From an optimization exercise on the open Yosys and OpenROAD flow, aimed at small area, a short achievable clock period and few clock cycles per item; shortcuts taken in it are not production practice.
No activity file was given, so power comes from the tool's default toggle rates.

==> flow/design.v <==
package box_pkg;
  localparam int PX_W         = 8;
  localparam int WIN          = 3;
  localparam int LINE_BUFS    = WIN + 1;                 
  localparam int MAX_LINE_LEN = 16;
  localparam int LINE_ADDR_W  = $clog2( MAX_LINE_LEN );
  localparam int BUF_IDX_W    = $clog2( LINE_BUFS );
  localparam int SUM_W        = PX_W + 4;                
  typedef logic [PX_W - 1 : 0] px_t;
  typedef struct packed {
    px_t  tdata;
    logic tvalid;
    logic tlast;                                         
    logic tuser;                                         
  } stream_word_t;
  typedef struct packed {
    px_t [WIN - 1 : 0][WIN - 1 : 0] px;
    logic                           tvalid;
    logic                           tlast;
    logic                           tuser;
  } window_t;
  typedef struct packed {
    logic [SUM_W - 1 : 0] tdata;
    logic                 tvalid;
    logic                 tlast;
    logic                 tuser;
  } sum_word_t;
endpackage
`timescale 1ns/1ps
module box_filter_top
(
  input  logic         clk_i,
  input  logic         rst_i,
  input  box_pkg::stream_word_t video_i,
  output logic         video_ready_o,
  output box_pkg::sum_word_t    sum_o,
  input  logic         sum_ready_i
);
localparam int PW = box_pkg::PX_W;
localparam int SW = box_pkg::SUM_W;
localparam int ML = box_pkg::MAX_LINE_LEN;
localparam int LB = 4;                                   
localparam int PH = PW - LB;                             
localparam int VH = PW + 2 - LB;                         
localparam int WH = PW + 3 - LB;                         
localparam int ZL = LB + 1;                              
localparam int ZH = SW - ZL;                             
logic                   rdy;                             
logic                   stall_o;                         
logic                   go;                              
logic                   a_go;                            
logic                   k_nx;                            
logic                   x_v;
logic [PW - 1 : 0]      x_px;
logic                   x_last;
logic                   x_user;
logic [ML - 1 : 0]      n_oh;                            
logic [1 : 0]           n_row;                           
logic [1 : 0]           row;
logic [ML - 1 : 0]      col;                             
logic [ML - 1 : 0]      col_nx;                          
logic [ML - 1 : 0][PW - 1 : 0] mem_hi;
logic [ML - 1 : 0][PW - 1 : 0] mem_lo;
logic [PW - 1 : 0]      rd_hi;
logic [PW - 1 : 0]      rd_lo;
logic [PW - 1 : 0]      pf_hi;                           
logic [PW - 1 : 0]      pf_lo;
logic [LB + 1 : 0]      v_lo;                            
logic [LB : 0]          w_lo;                            
logic                   a_v;
logic [LB - 1 : 0]      va_l;                            
logic [LB - 1 : 0]      vb_l;                            
logic [LB - 1 : 0]      w_l;                             
logic [1 : 0]           a_cv;                            
logic                   a_cw;                            
logic [VH - 1 : 0]      v_hi;                            
logic [VH - 1 : 0]      a_vh;
logic                   a_last;
logic                   a_win;                           
logic                   a_first;                         
logic [VH - 1 : 0]      va_hn;                           
logic [WH - 1 : 0]      w_hn;                            
logic [ZL : 0]          z_lo;                            
logic                   b_v;
logic [VH - 1 : 0]      va_h;
logic [VH - 1 : 0]      vb_h;
logic [WH - 1 : 0]      w_h;
logic [ZL - 1 : 0]      b_zl;
logic                   b_cz;
logic                   b_last;
logic                   b_user;
logic [SW - 1 : 0]      b_sum;                           
logic                   o_v;
logic [SW - 1 : 0]      o_sum;
logic                   o_last;
logic                   o_user;
logic                   k_v;
logic [SW - 1 : 0]      k_sum;
logic                   k_last;
logic                   k_user;
logic                   o_free;
assign rdy           = !k_v;
assign video_ready_o = !stall_o;
always_ff @( posedge clk_i, posedge rst_i )
  if( rst_i )
    x_v <= 1'b0;
  else
    if( rdy )
      x_v <= video_i.tvalid;
always_ff @( posedge clk_i )
  if( rdy )
    begin
      x_px   <= video_i.tdata;
      x_last <= video_i.tlast;
      x_user <= video_i.tuser;
    end
assign row    = x_user ? 2'd0 : n_row;
assign col    = x_user ? ML'( 1 ) : n_oh;
assign col_nx = x_last ? ML'( 1 ) : { col[ML - 2 : 0], 1'b0 };
always_ff @( posedge clk_i )
  if( go )
    begin
      n_oh  <= col_nx;
      if( x_last )
        n_row <= ( row == 2'd3 ) ? 2'd3 : row + 1'b1;
      else
        n_row <= row;
    end
always_comb
  begin
    rd_hi = '0;
    rd_lo = '0;
    for( int i = 1; i < ML; i++ )
      begin
        rd_hi = rd_hi | ( mem_hi[i] & {PW{n_oh[i - 1]}} );
        rd_lo = rd_lo | ( mem_lo[i] & {PW{n_oh[i - 1]}} );
      end
    if( x_last )
      begin
        rd_hi = mem_hi[0];
        rd_lo = mem_lo[0];
      end
  end
always_ff @( posedge clk_i )
  if( go )
    begin
      pf_hi <= rd_hi;
      pf_lo <= rd_lo;
    end
for( genvar i = 0; i < ML; i++ )
  begin : g_mem
    always_ff @( posedge clk_i )
      if( go && col[i] )
        begin
          mem_hi[i] <= x_px;
          mem_lo[i] <= mem_hi[i];
        end
  end
assign v_lo = ( LB + 2 )'( x_px[LB - 1 : 0] ) + ( LB + 2 )'( pf_hi[LB - 1 : 0] ) +
              ( LB + 2 )'( pf_lo[LB - 1 : 0] );
assign w_lo = ( LB + 1 )'( va_l ) + ( LB + 1 )'( vb_l );
assign v_hi = VH'( x_px[PW - 1 : LB] ) + VH'( pf_hi[PW - 1 : LB] ) + VH'( pf_lo[PW - 1 : LB] );
always_ff @( posedge clk_i, posedge rst_i )
  if( rst_i )
    a_v <= 1'b0;
  else
    if( rdy )
      a_v <= x_v;
always_ff @( posedge clk_i )
  if( go )
    begin
      va_l <= v_lo[LB - 1 : 0];
      a_cv <= v_lo[LB + 1 : LB];
      vb_l <= va_l;
      w_l  <= w_lo[LB - 1 : 0];
      a_cw <= w_lo[LB];
      a_vh <= v_hi;
    end
always_ff @( posedge clk_i )
  if( rdy )
    begin
      a_last  <= x_last;
      a_win   <= row[1] && !( col[0] || col[1] );
      a_first <= ( row == 2'd2 ) && col[2];
    end
assign va_hn = a_vh + VH'( a_cv );
assign w_hn  = WH'( va_h ) + WH'( vb_h ) + WH'( a_cw );
assign z_lo  = ( ZL + 1 )'( { va_hn[0], va_l } ) + ( ZL + 1 )'( { w_hn[0], w_l } );
always_ff @( posedge clk_i, posedge rst_i )
  if( rst_i )
    b_v <= 1'b0;
  else
    if( rdy )
      b_v <= a_v && a_win;
always_ff @( posedge clk_i )
  if( a_go )
    begin
      va_h <= va_hn;
      vb_h <= va_h;
      w_h  <= w_hn;
      b_zl <= z_lo[ZL - 1 : 0];
      b_cz <= z_lo[ZL];
    end
always_ff @( posedge clk_i )
  if( rdy )
    begin
      b_last <= a_last;
      b_user <= a_first;
    end
assign b_sum = { ZH'( va_h[VH - 1 : 1] ) + ZH'( w_h[WH - 1 : 1] ) + ZH'( b_cz ), b_zl };
assign o_free = !o_v || sum_ready_i;
assign k_nx   = !o_free && ( k_v || b_v );
always_ff @( posedge clk_i, posedge rst_i )
  if( rst_i )
    begin
      o_v     <= 1'b0;
      k_v     <= 1'b0;
      stall_o <= 1'b0;
      go      <= 1'b0;
      a_go    <= 1'b0;
    end
  else
    begin
      if( o_free )
        o_v <= k_v || b_v;
      k_v     <= k_nx;
      go      <= !k_nx && ( rdy ? video_i.tvalid : x_v );
      a_go    <= !k_nx && ( rdy ? x_v : a_v );
      stall_o <= !sum_ready_i && ( k_v || ( o_v && b_v ) );
    end
always_ff @( posedge clk_i )
  begin
    if( o_free )
      begin
        o_sum  <= k_v ? k_sum  : b_sum;
        o_last <= k_v ? k_last : b_last;
        o_user <= k_v ? k_user : b_user;
      end
    if( rdy )
      begin
        k_sum  <= b_sum;
        k_last <= b_last;
        k_user <= b_user;
      end
  end
assign sum_o = { o_sum, o_v, o_last, o_user };
endmodule
clock: 4.0 ns
lec_check: 0
cap_margin: 20
core_margin: 2
core_utilization: 40
cts_buf_list: sky130_fd_sc_hd__clkbuf_16
cts_cluster_diameter: 80
cts_cluster_size: 28
setup_slack_margin: 2.0
slew_margin: 20
run.sh (not shown) runs the stock make flow with config.mk's settings and CLKGATE_MAP_FILE= SYNTH_SCRIPT=/design/flow/synth_recipe.tcl, a recipe that flattens the netlist after the stock synthesis.
The first run ran to the end with no violations.
Rerun with:
--- a/flow/design.v
+++ b/flow/design.v
@@ -48,9 +48,8 @@
 logic                   rdy;                             
 logic                   stall_o;                         
 logic                   go;                              
 logic                   a_go;                            
-logic                   k_nx;                            
 logic                   x_v;
 logic [PW - 1 : 0]      x_px;
 logic                   x_last;
 logic                   x_user;
@@ -79,8 +78,10 @@
 logic                   a_win;                           
 logic                   a_first;                         
 logic [VH - 1 : 0]      va_hn;                           
 logic [WH - 1 : 0]      w_hn;                            
+logic [WH : 0]          w_c;
+logic [ZH : 0]          z_c;
 logic [ZL : 0]          z_lo;                            
 logic                   b_v;
 logic [VH - 1 : 0]      va_h;
 logic [VH - 1 : 0]      vb_h;
@@ -100,8 +101,10 @@
 logic                   k_user;
 logic                   o_free;
 assign rdy           = !k_v;
 assign video_ready_o = !stall_o;
+assign go            = rdy && x_v;
+assign a_go          = rdy && a_v;
 always_ff @( posedge clk_i, posedge rst_i )
   if( rst_i )
     x_v <= 1'b0;
   else
@@ -139,8 +142,14 @@
       begin
         rd_hi = mem_hi[0];
         rd_lo = mem_lo[0];
       end
+    else
+      if( x_user )
+        begin
+          rd_hi = mem_hi[1];
+          rd_lo = mem_lo[1];
+        end
   end
 always_ff @( posedge clk_i )
   if( go )
     begin
@@ -183,9 +192,11 @@
       a_win   <= row[1] && !( col[0] || col[1] );
       a_first <= ( row == 2'd2 ) && col[2];
     end
 assign va_hn = a_vh + VH'( a_cv );
-assign w_hn  = WH'( va_h ) + WH'( vb_h ) + WH'( a_cw );
+assign w_c   = ( WH + 1 )'( { va_h, a_cw } ) + ( WH + 1 )'( { vb_h, a_cw } );
+assign w_hn  = w_c[WH : 1];
+assign z_c   = ( ZH + 1 )'( { va_h[VH - 1 : 1], b_cz } ) + ( ZH + 1 )'( { w_h[WH - 1 : 1], b_cz } );
 assign z_lo  = ( ZL + 1 )'( { va_hn[0], va_l } ) + ( ZL + 1 )'( { w_hn[0], w_l } );
 always_ff @( posedge clk_i, posedge rst_i )
   if( rst_i )
     b_v <= 1'b0;
@@ -206,27 +217,22 @@
     begin
       b_last <= a_last;
       b_user <= a_first;
     end
-assign b_sum = { ZH'( va_h[VH - 1 : 1] ) + ZH'( w_h[WH - 1 : 1] ) + ZH'( b_cz ), b_zl };
+assign b_sum = { z_c[ZH : 1], b_zl };
 assign o_free = !o_v || sum_ready_i;
-assign k_nx   = !o_free && ( k_v || b_v );
 always_ff @( posedge clk_i, posedge rst_i )
   if( rst_i )
     begin
       o_v     <= 1'b0;
       k_v     <= 1'b0;
       stall_o <= 1'b0;
-      go      <= 1'b0;
-      a_go    <= 1'b0;
     end
   else
     begin
       if( o_free )
         o_v <= k_v || b_v;
-      k_v     <= k_nx;
-      go      <= !k_nx && ( rdy ? video_i.tvalid : x_v );
-      a_go    <= !k_nx && ( rdy ? x_v : a_v );
+      k_v     <= !o_free && ( k_v || b_v );
       stall_o <= !sum_ready_i && ( k_v || ( o_v && b_v ) );
     end
 always_ff @( posedge clk_i )
   begin
Final area rose slightly.
Non-clock buffer count rose by 5.
Combinational power came out higher by roughly a tenth.
Via count climbs by a few percent.
Final cell count rises by a few percent.
Die area came out higher slightly.
Wire length climbs by a few percent.
Worst hold slack stays flat.
Power is higher by a few percent.
Critical path depth goes up by 3.
No run of this note included a check of the RTL's function; only the layout flow was run.

## afterwards: timing with drivers on the ports
The flow's constraints put no driver on any port. The routed layouts listed below were extracted and timed again, unchanged, in two steps.
Step 1 assumes that a clkbuf_16 drives the clock port and a buf_2 every other input.
Step 2 also shifts input and output timing later by t, the mid clock arrival at the registers, as if the neighbouring blocks saw the same clock.
Slacks: no drivers / after step 1 / after step 2; pairs: no drivers / after step 1.
run | t (ns) | setup slack, ns | hold slack, ns | latest minus earliest clock arrival (ns) | worst register clock-pin slew, ns
the first run | 0.585 | 1.971 / 1.971 / 1.624 | 0.429 / 0.429 / 0.429 | 0.029 / 0.029 | 0.11 / 0.11
the second run | 0.581 | 1.994 / 1.994 / 1.702 | 0.432 / 0.432 / 0.432 | 0.032 / 0.031 | 0.11 / 0.11
After both steps setup and hold are still met in every run listed. The setup slack of the first run, which loses most, moves by 0.000 ns with the drivers and by -0.347 ns with both steps.
